From an optimization exercise on the open Yosys and OpenROAD flow, aimed at a short achievable clock period and few clock cycles per item; shortcuts taken in it are not production practice.
Only simulation tests tie the RTL to the original design; equivalence was not proved.
Power and IR drop assume default switching activity.

[design/flow/design.v]
module conv_requant_packer #(
  parameter int DATA_WIDTH = 8,
  parameter int ACC_WIDTH  = 32,
  parameter int BUS_WIDTH  = 128,
  parameter int ADDR_WIDTH = 18
) (
  input  logic                  clk,
  input  logic                  rst,
  input  logic                  start,
  input  logic [ADDR_WIDTH-1:0] cfg_base_addr,
  input  logic [15:0]           cfg_scale,
  input  logic [4:0]            cfg_shift,
  input  logic [1:0]            cfg_act_mode,
  input  logic [DATA_WIDTH-1:0] cfg_clip_max,
  output logic                  busy,
  output logic                  done,
  input  logic                  in_valid,
  output logic                  in_ready,
  input  logic [ACC_WIDTH-1:0]  in_acc,
  input  logic [ACC_WIDTH-1:0]  in_bias,
  input  logic                  in_last,
  output logic                  out_valid,
  input  logic                  out_ready,
  output logic [ADDR_WIDTH-1:0] out_addr,
  output logic [BUS_WIDTH-1:0]  out_data,
  output logic                  out_last,
  output logic [15:0]           sat_count
);
  localparam int LANES  = BUS_WIDTH / DATA_WIDTH;
  localparam int IDX_W  = $clog2(LANES);
  localparam int PROD_W = ACC_WIDTH + 16;
  localparam logic signed [PROD_W-1:0] Q_MAX = PROD_W'((1 << (DATA_WIDTH - 1)) - 1);
  localparam logic signed [PROD_W-1:0] Q_MIN = ~Q_MAX;
  typedef enum logic [1:0] {ST_IDLE, ST_RUN, ST_FLUSH, ST_DONE} state_t;
  state_t state_q, state_d;
  logic [15:0]                  cfg_scale_q, cfg_scale_d;
  logic [4:0]                   cfg_shift_q, cfg_shift_d;
  logic [1:0]                   cfg_mode_q, cfg_mode_d;
  logic signed [DATA_WIDTH-1:0] cfg_clip_q, cfg_clip_d;
  logic [ADDR_WIDTH-1:0]        addr_q, addr_d;
  logic                     s1_valid_q, s1_valid_d;
  logic [ACC_WIDTH-1:0]     s1_b_q, s1_b_d;
  logic                     s1_last_q, s1_last_d;
  logic                     s2_valid_q, s2_valid_d;
  logic signed [PROD_W-1:0] s2_p_q, s2_p_d;
  logic                     s2_last_q, s2_last_d;
  logic                     s3_valid_q, s3_valid_d;
  logic [DATA_WIDTH-1:0]    s3_byte_q, s3_byte_d;
  logic                     s3_last_q, s3_last_d;
  logic [BUS_WIDTH-1:0]  pack_q, pack_d;
  logic [IDX_W-1:0]      idx_q, idx_d;
  logic                  out_valid_q, out_valid_d;
  logic [ADDR_WIDTH-1:0] out_addr_q, out_addr_d;
  logic [BUS_WIDTH-1:0]  out_data_q, out_data_d;
  logic                  out_last_q, out_last_d;
  logic                         stall, accept, out_hs, start_ok, word_done;
  logic [ACC_WIDTH:0]           acc_sum;
  logic [ACC_WIDTH-1:0]         acc_sat;
  logic signed [PROD_W-1:0]     prod, rnd, rounded;
  logic signed [DATA_WIDTH-1:0] q_val, act_val;
  logic [BUS_WIDTH-1:0]         word_next;
  assign stall     = out_valid_q & ~out_ready;
  assign out_hs    = out_valid_q & out_ready;
  assign in_ready  = (state_q == ST_RUN) & ~stall;
  assign accept    = in_valid & in_ready;
  assign start_ok  = start & (state_q == ST_IDLE);
  assign busy      = (state_q != ST_IDLE);
  assign done      = (state_q == ST_DONE);
  assign out_valid = out_valid_q;
  assign out_addr  = out_addr_q;
  assign out_data  = out_data_q;
  assign out_last  = out_last_q;
  always_ff @(posedge clk) begin
    if (rst) state_q <= ST_IDLE;
    else     state_q <= state_d;
  end
  always_comb begin
    state_d = state_q;
    case (state_q)
      ST_IDLE:  if (start) state_d = ST_RUN;
      ST_RUN:   if (accept && in_last) state_d = ST_FLUSH;
      ST_FLUSH: if (out_hs && out_last_q) state_d = ST_DONE;
      ST_DONE:  state_d = ST_IDLE;
      default:  state_d = ST_IDLE;
    endcase
  end
  always_comb begin
    acc_sum = {in_acc[ACC_WIDTH-1], in_acc} + {in_bias[ACC_WIDTH-1], in_bias};
    acc_sat = acc_sum[ACC_WIDTH-1:0];
    if (acc_sum[ACC_WIDTH] != acc_sum[ACC_WIDTH-1])
      acc_sat = {acc_sum[ACC_WIDTH], {(ACC_WIDTH-1){~acc_sum[ACC_WIDTH]}}};
    prod = {{(PROD_W-ACC_WIDTH){s1_b_q[ACC_WIDTH-1]}}, s1_b_q} * {{ACC_WIDTH{1'b0}}, cfg_scale_q};
    rnd     = (cfg_shift_q == 5'd0) ? '0 : (PROD_W'(1) << (cfg_shift_q - 5'd1));
    rounded = (s2_p_q + rnd) >>> cfg_shift_q;
    if (rounded > Q_MAX)      q_val = Q_MAX[DATA_WIDTH-1:0];
    else if (rounded < Q_MIN) q_val = Q_MIN[DATA_WIDTH-1:0];
    else                      q_val = rounded[DATA_WIDTH-1:0];
    act_val = q_val;
    if (cfg_mode_q == 2'b01 || cfg_mode_q == 2'b10) begin
      if (q_val[DATA_WIDTH-1]) act_val = '0;
      if (cfg_mode_q == 2'b10 && act_val > cfg_clip_q) act_val = cfg_clip_q;
    end
    word_next = pack_q;
    word_next[idx_q*DATA_WIDTH +: DATA_WIDTH] = s3_byte_q;
    word_done = s3_valid_q & ((idx_q == IDX_W'(LANES - 1)) | s3_last_q);
  end
  always_comb begin
    cfg_scale_d = cfg_scale_q;
    cfg_shift_d = cfg_shift_q;
    cfg_mode_d  = cfg_mode_q;
    cfg_clip_d  = cfg_clip_q;
    addr_d      = addr_q;
    s1_valid_d  = s1_valid_q;
    s1_b_d      = s1_b_q;
    s1_last_d   = s1_last_q;
    s2_valid_d  = s2_valid_q;
    s2_p_d      = s2_p_q;
    s2_last_d   = s2_last_q;
    s3_valid_d  = s3_valid_q;
    s3_byte_d   = s3_byte_q;
    s3_last_d   = s3_last_q;
    pack_d      = pack_q;
    idx_d       = idx_q;
    out_valid_d = out_valid_q;
    out_addr_d  = out_addr_q;
    out_data_d  = out_data_q;
    out_last_d  = out_last_q;
    if (start_ok) begin
      cfg_scale_d = cfg_scale;
      cfg_shift_d = cfg_shift;
      cfg_mode_d  = cfg_act_mode;
      cfg_clip_d  = cfg_clip_max;
      addr_d      = cfg_base_addr;
      pack_d      = '0;
      idx_d       = '0;
    end
    if (!stall) begin
      s1_valid_d = accept;
      s1_b_d     = acc_sat;
      s1_last_d  = in_last;
      s2_valid_d = s1_valid_q;
      s2_p_d     = prod;
      s2_last_d  = s1_last_q;
      s3_valid_d = s2_valid_q;
      s3_byte_d  = act_val;
      s3_last_d  = s2_last_q;
    end
    if (out_hs) begin
      out_valid_d = 1'b0;
      out_last_d  = 1'b0;
    end
    if (!stall && s3_valid_q) begin
      if (word_done) begin
        out_valid_d = 1'b1;
        out_data_d  = word_next;
        out_addr_d  = addr_q;
        out_last_d  = s3_last_q;
        addr_d      = addr_q + ADDR_WIDTH'(1);
        pack_d      = '0;
        idx_d       = '0;
      end else begin
        pack_d = word_next;
        idx_d  = idx_q + IDX_W'(1);
      end
    end
  end
  always_ff @(posedge clk) begin
    if (rst) begin
      cfg_scale_q <= '0;
      cfg_shift_q <= '0;
      cfg_mode_q  <= '0;
      cfg_clip_q  <= '0;
      addr_q      <= '0;
      s1_valid_q  <= 1'b0;
      s1_b_q      <= '0;
      s1_last_q   <= 1'b0;
      s2_valid_q  <= 1'b0;
      s2_p_q      <= '0;
      s2_last_q   <= 1'b0;
      s3_valid_q  <= 1'b0;
      s3_byte_q   <= '0;
      s3_last_q   <= 1'b0;
      pack_q      <= '0;
      idx_q       <= '0;
      out_valid_q <= 1'b0;
      out_addr_q  <= '0;
      out_data_q  <= '0;
      out_last_q  <= 1'b0;
    end else begin
      cfg_scale_q <= cfg_scale_d;
      cfg_shift_q <= cfg_shift_d;
      cfg_mode_q  <= cfg_mode_d;
      cfg_clip_q  <= cfg_clip_d;
      addr_q      <= addr_d;
      s1_valid_q  <= s1_valid_d;
      s1_b_q      <= s1_b_d;
      s1_last_q   <= s1_last_d;
      s2_valid_q  <= s2_valid_d;
      s2_p_q      <= s2_p_d;
      s2_last_q   <= s2_last_d;
      s3_valid_q  <= s3_valid_d;
      s3_byte_q   <= s3_byte_d;
      s3_last_q   <= s3_last_d;
      pack_q      <= pack_d;
      idx_q       <= idx_d;
      out_valid_q <= out_valid_d;
      out_addr_q  <= out_addr_d;
      out_data_q  <= out_data_d;
      out_last_q  <= out_last_d;
    end
  end
  logic [15:0] sat_cnt_q, sat_cnt_d;
  logic        sat_hit;
  assign sat_hit = s2_valid_q & ~stall & ((rounded > Q_MAX) | (rounded < Q_MIN));
  always_comb begin
    sat_cnt_d = sat_cnt_q;
    if (start_ok)                              sat_cnt_d = '0;
    else if (sat_hit && sat_cnt_q != 16'hFFFF) sat_cnt_d = sat_cnt_q + 16'd1;
  end
  always_ff @(posedge clk) begin
    if (rst) sat_cnt_q <= '0;
    else     sat_cnt_q <= sat_cnt_d;
  end
  assign sat_count = sat_cnt_q;
endmodule
[design/flow/run.sh]
#!/bin/bash
# synth_recipe.tcl (not shown) runs the flow's synth.tcl, then flattens the netlist and writes it again
# the make line also repeats each setting of config.mk as NAME=value (left out here)
make -C /OpenROAD-flow-scripts/flow DESIGN_CONFIG=/design/flow/config.mk WORK_HOME=/design/flow/orfs CLKGATE_MAP_FILE= SYNTH_SCRIPT=/design/flow/synth_recipe.tcl finish
[design/flow/config.mk]
export PLATFORM = sky130hd
export DESIGN_NAME = conv_requant_packer
export DESIGN_NICKNAME = conv_requant_packer
export VERILOG_FILES = /design/flow/design.v
export SDC_FILE = /design/flow/constraint.sdc
export NUM_CORES = 4
export LEC_CHECK = 0
export ABC_CLOCK_PERIOD_IN_PS = 4000
export CAP_MARGIN = 20
export CORE_MARGIN = 2
export CORE_UTILIZATION = 40
export SETUP_SLACK_MARGIN = 3.0
export SLEW_MARGIN = 20
[design/flow/constraint.sdc]
create_clock -name core_clock -period 7.5 [get_ports {clk}]
set_input_delay 1.5000 -clock core_clock [delete_from_list [all_inputs] [get_ports {clk}]]
set_output_delay 1.5000 -clock core_clock [all_outputs]
set_load 0.01 [all_outputs]
==> flow_metrics.tcl <==
set metrics [dict create \
    outcome "timing/DRC/antenna clean" \
    max-clock-path-buffers 3 \
    drtIter0Drc 3369 \
    p_leak_nw 23.16 \
    slowest_delay_ns 0.55 \
    fin_skew_ns 0.05212 \
    grt_overflow 0 \
    wl_mm 155.1 \
    synthCells 5394 \
    tritoncts "built" \
    worst-setup-path-type "reg2reg" \
    finalCriticalPeriod_ns 6.949 \
    hp-class "reg2reg" \
    nets 6662 \
    area_delta_synth_final_pct 28.55 \
    synth.area.top_cells "fa_1, dfxtp_1, nand2_1" \
    path_clk_slew_ns 0.06 \
    period_share 0.9265 \
    ys_ff_latch 441 \
    holdCritStartpoint "s1_valid_q" \
    drive_above_1_share 0.1884 \
    cts.sinks 441 \
    startpoint_type "flip-flop" \
    wl_per_cell_um 21.18 \
    io_buffers 285 \
    ys_warn_count 1 \
    crit_path_max_fanout 6 \
    grt_max_degree 214 \
    n_fill_cell 10090 \
    peakVddDrop_uv 316.2 \
    post-synth-top-area-cell "fa_1" \
    drc_errors 0 \
    fp.coreArea_um2 108600 \
    worstMarginPinSlew_ns 1.101 \
    whs_path_depth 2 \
    finish.instance_area_um2 56090 \
    endpoint_kind "flip-flop" \
    antenna_found_initial 15 \
    first_pass_iters 6 \
    numCtsBuffers 53 \
    r2r_slack_ns 0.55 \
    io_pins 286 \
    whs_ns 0.4225 \
    cpMaxStageDelayCell "fa_1" \
    cp.arrival_ns 7.47 \
    die_area_um2 111700 \
    place_hpwl_mm 109.4 \
    seqPwrFrac 0.185 \
    clk_latency_ns 0.68 \
    timing.rr.end "s2_p_q[46]" \
    die_h_um 334.3 \
    netlist_area_um2 43630 \
    netlist-cell-type-count 115 \
    grt_pass1_wl_mm 235.2 \
    synthFlopType "dfxtp_1" \
    die_x_um 334.3 \
    r2r_start "cfg_scale_q[2]" \
    cap_violations 0 \
    avgSynthCellArea_um2 8.089 \
    seq_area_frac_synth 0.2023 \
    worstHoldEndpoint "s2_valid_q" \
    crit_top_cell "fa_1" \
    synth_top_area_frac 0.2230 \
    ys_top_cells_by_count "nand2_1, inv_1, fa_1" \
    fmax_ghz 0.1439 \
    synth-edff-count 0 \
    grt.total_usage 0.2658 \
    finalWeightedCongestion 0.9904 \
    grt_pass1_vias 40930 \
    max_slew_margin 0.2581 \
    reg2regPathDepth 30 \
    combPwrFrac 0.643 \
    synth_nets 6195 \
    htreeDepth 2 \
    hold_violations 0 \
    power.switching_w 0.007402 \
    rsz0062_at_grt "yes" \
    switching_share 0.4599 \
    setup_viol 0 \
    p_clk_frac 0.173 \
    required_ns 8.02 \
    p_int_w 0.008692 \
    dp_slack_ns 0.1932 \
    setup_tns_ns 0 \
    layout_setup_ws_ns 0.5510 \
    initial_core_util 0.4019 \
    viasPerCell 5.667 \
    num_rows 121 \
    dpl-instance-area_um2 49430 \
    yosysMostFrequentCell "nand2_1" \
    synthArstFlopShare 0 \
    root_buffer "clkbuf_16" \
    power_density_nw_per_um2 286.9 \
    num_vias 41480 \
    ant_nets 0 \
    maxSlewViolCount 0 \
]
## final cells by class
| cell class | instances | area [um^2] | share of cell area |
|---|---|---|---|
| Multi-Input combinational cell | 4046 | 34130 | 0.6085 |
| Sequential cell | 441 | 8966 | 0.1599 |
| Timing Repair Buffer | 749 | 7184 | 0.1281 |
| Inverter | 570 | 2170 | 0.03868 |
| Tap cell | 1414 | 1769 | 0.03154 |
| Clock buffer | 71 | 1504 | 0.02681 |
| Clock inverter | 25 | 357.8 | 0.006380 |
| Antenna cell | 4 | 10.01 | 0.0001785 |
## power groups by stage
stage | clock network, W | registers, W | logic, W
floorplan | 0 | 0.00279 | 0.00648
detailed placement | 0 | 0.00301 | 0.00876
global route | 0.00292 | 0.00299 | 0.0114
finish | 0.00278 | 0.00297 | 0.0103
CTS | 0.00283 | 0.00297 | 0.00929
global placement | 0 | 0.00302 | 0.00868
## worst max-delay path: cells and delay by family, from the launching register on
family | cells | cell delay, ns
compound gates | 11 | 1.89
xor+xnor | 1 | 0.21
fa+ha+maj | 7 | 3.16
buf+inv | 6 | 0.63
flops | 1 | 0.42
simple gates | 5 | 0.46
## stage by stage
step	utilization	total power, W	instances
floorplan	-	0.009261	5394
global placement	0.4554	0.01170	6973
detailed placement	0.4554	0.01177	6973
CTS	0.4931	0.01509	7188
global route	0.5167	0.01729	7320
finish	0.5167	0.01609	7320
## cell usage in the layout, fill, tap and decap left out, types with 59 or more instances in the layout
| cell | n |
|---|---|
| inv_1 | 545 |
| a21oi_2 | 70 |
| buf_4 | 351 |
| nand3_1 | 67 |
| a21oi_1 | 304 |
| o21ai_0 | 73 |
| a211oi_1 | 91 |
| clkdlybuf4s50_1 | 262 |
| and2_1 | 211 |
| nor2_1 | 407 |
| nand2_1 | 793 |
| buf_6 | 64 |
| a22oi_1 | 135 |
| fa_1 | 474 |
| xnor2_1 | 62 |
| a22o_1 | 65 |
| dfxtp_1 | 399 |
| and3_1 | 59 |
| nor3_1 | 63 |
| ha_1 | 146 |
| mux2i_1 | 100 |
## timing repair
item	in CTS	in global routing
hold buffers	0	0
cloned	3	7
pin swaps	91	204
buffers inserted	116	121
setup endpoints to repair	96	96
resized for setup	297	336
## layer usage
layer / routed length, um / track usage
met1: 65730 / 0.3544
met2: 72840 / 0.4398
met3: 10840 / 0.04558
met4: 5583 / 0.07984
met5: 74 / 0
## cells by family (layout without fill, tap and decap cells)
logic type,after synthesis,count (layout),synth area share
XOR/XNOR,105,105,0.02159
flip-flops,441,441,0.2023
AO/OA/AOI/OAI,1175,1175,0.1826
multiplexers,110,110,0.02733
adder cells (fa/ha/maj),686,686,0.2801
buffers and inverters,910,1415,0.07941
AND/OR/NAND/NOR,1966,1969,0.2065
other,1,5,0.00008595
## flip-flops by register name (all words and copies together), names as in the netlist, 4 cells and up
register / flops
s1_b_q: 32
cfg_scale_q: 16
idx_q: 4
addr_q: 18
s3_byte_q: 8
cfg_clip_q: 8
out_addr_q: 18
pack_q: 128
s2_p_q: 48
out_data_q: 128
sat_cnt_q: 16
cfg_shift_q: 5
## how the worst max path moves through the flow
stage,start,to,slack [ns],depth (start not counted)
after floorplan,cfg_shift_q[4],s3_byte_q[2],0.59,38
after global placement,cfg_scale_q[5],s2_p_q[46],0.26,28
after detailed placement,cfg_scale_q[5],s2_p_q[46],0.19,28
after CTS,cfg_scale_q[2],s2_p_q[47],0.48,28
after global routing,cfg_scale_q[5],s2_p_q[45],0.34,30
final,cfg_scale_q[2],s2_p_q[46],0.55,30
Testbench counts, summed over its fixed seeds: cycles 9,535, items 9,247.

==> separate check: timing with driven ports <==
In the flow no input, the clock included, has a driving cell. The finished layout below was timed again as built, in two steps.
Step 1: set_driving_cell puts a clkbuf_16 on clk and a buf_2 on each other input, an assumption about the parent block.
Step 2 times the ports against the registers' clock, not the clock port: input delays grow and output delays shrink by t, the midpoint of the rising clock arrivals with the driver on.
Three values: ideal, step 1, step 2; two values: the first two.
t (ns): 0.730
setup WS [ns]: 0.551 / 0.551 / 0.551
latest minus earliest clock arrival (ns): 0.052 / 0.052
worst register clock-pin slew, ns: 0.07 / 0.07
After both steps setup and hold are still met in this run. For this run, drivers alone change the setup slack by 0.000 ns; drivers and shift together by 0.000 ns.
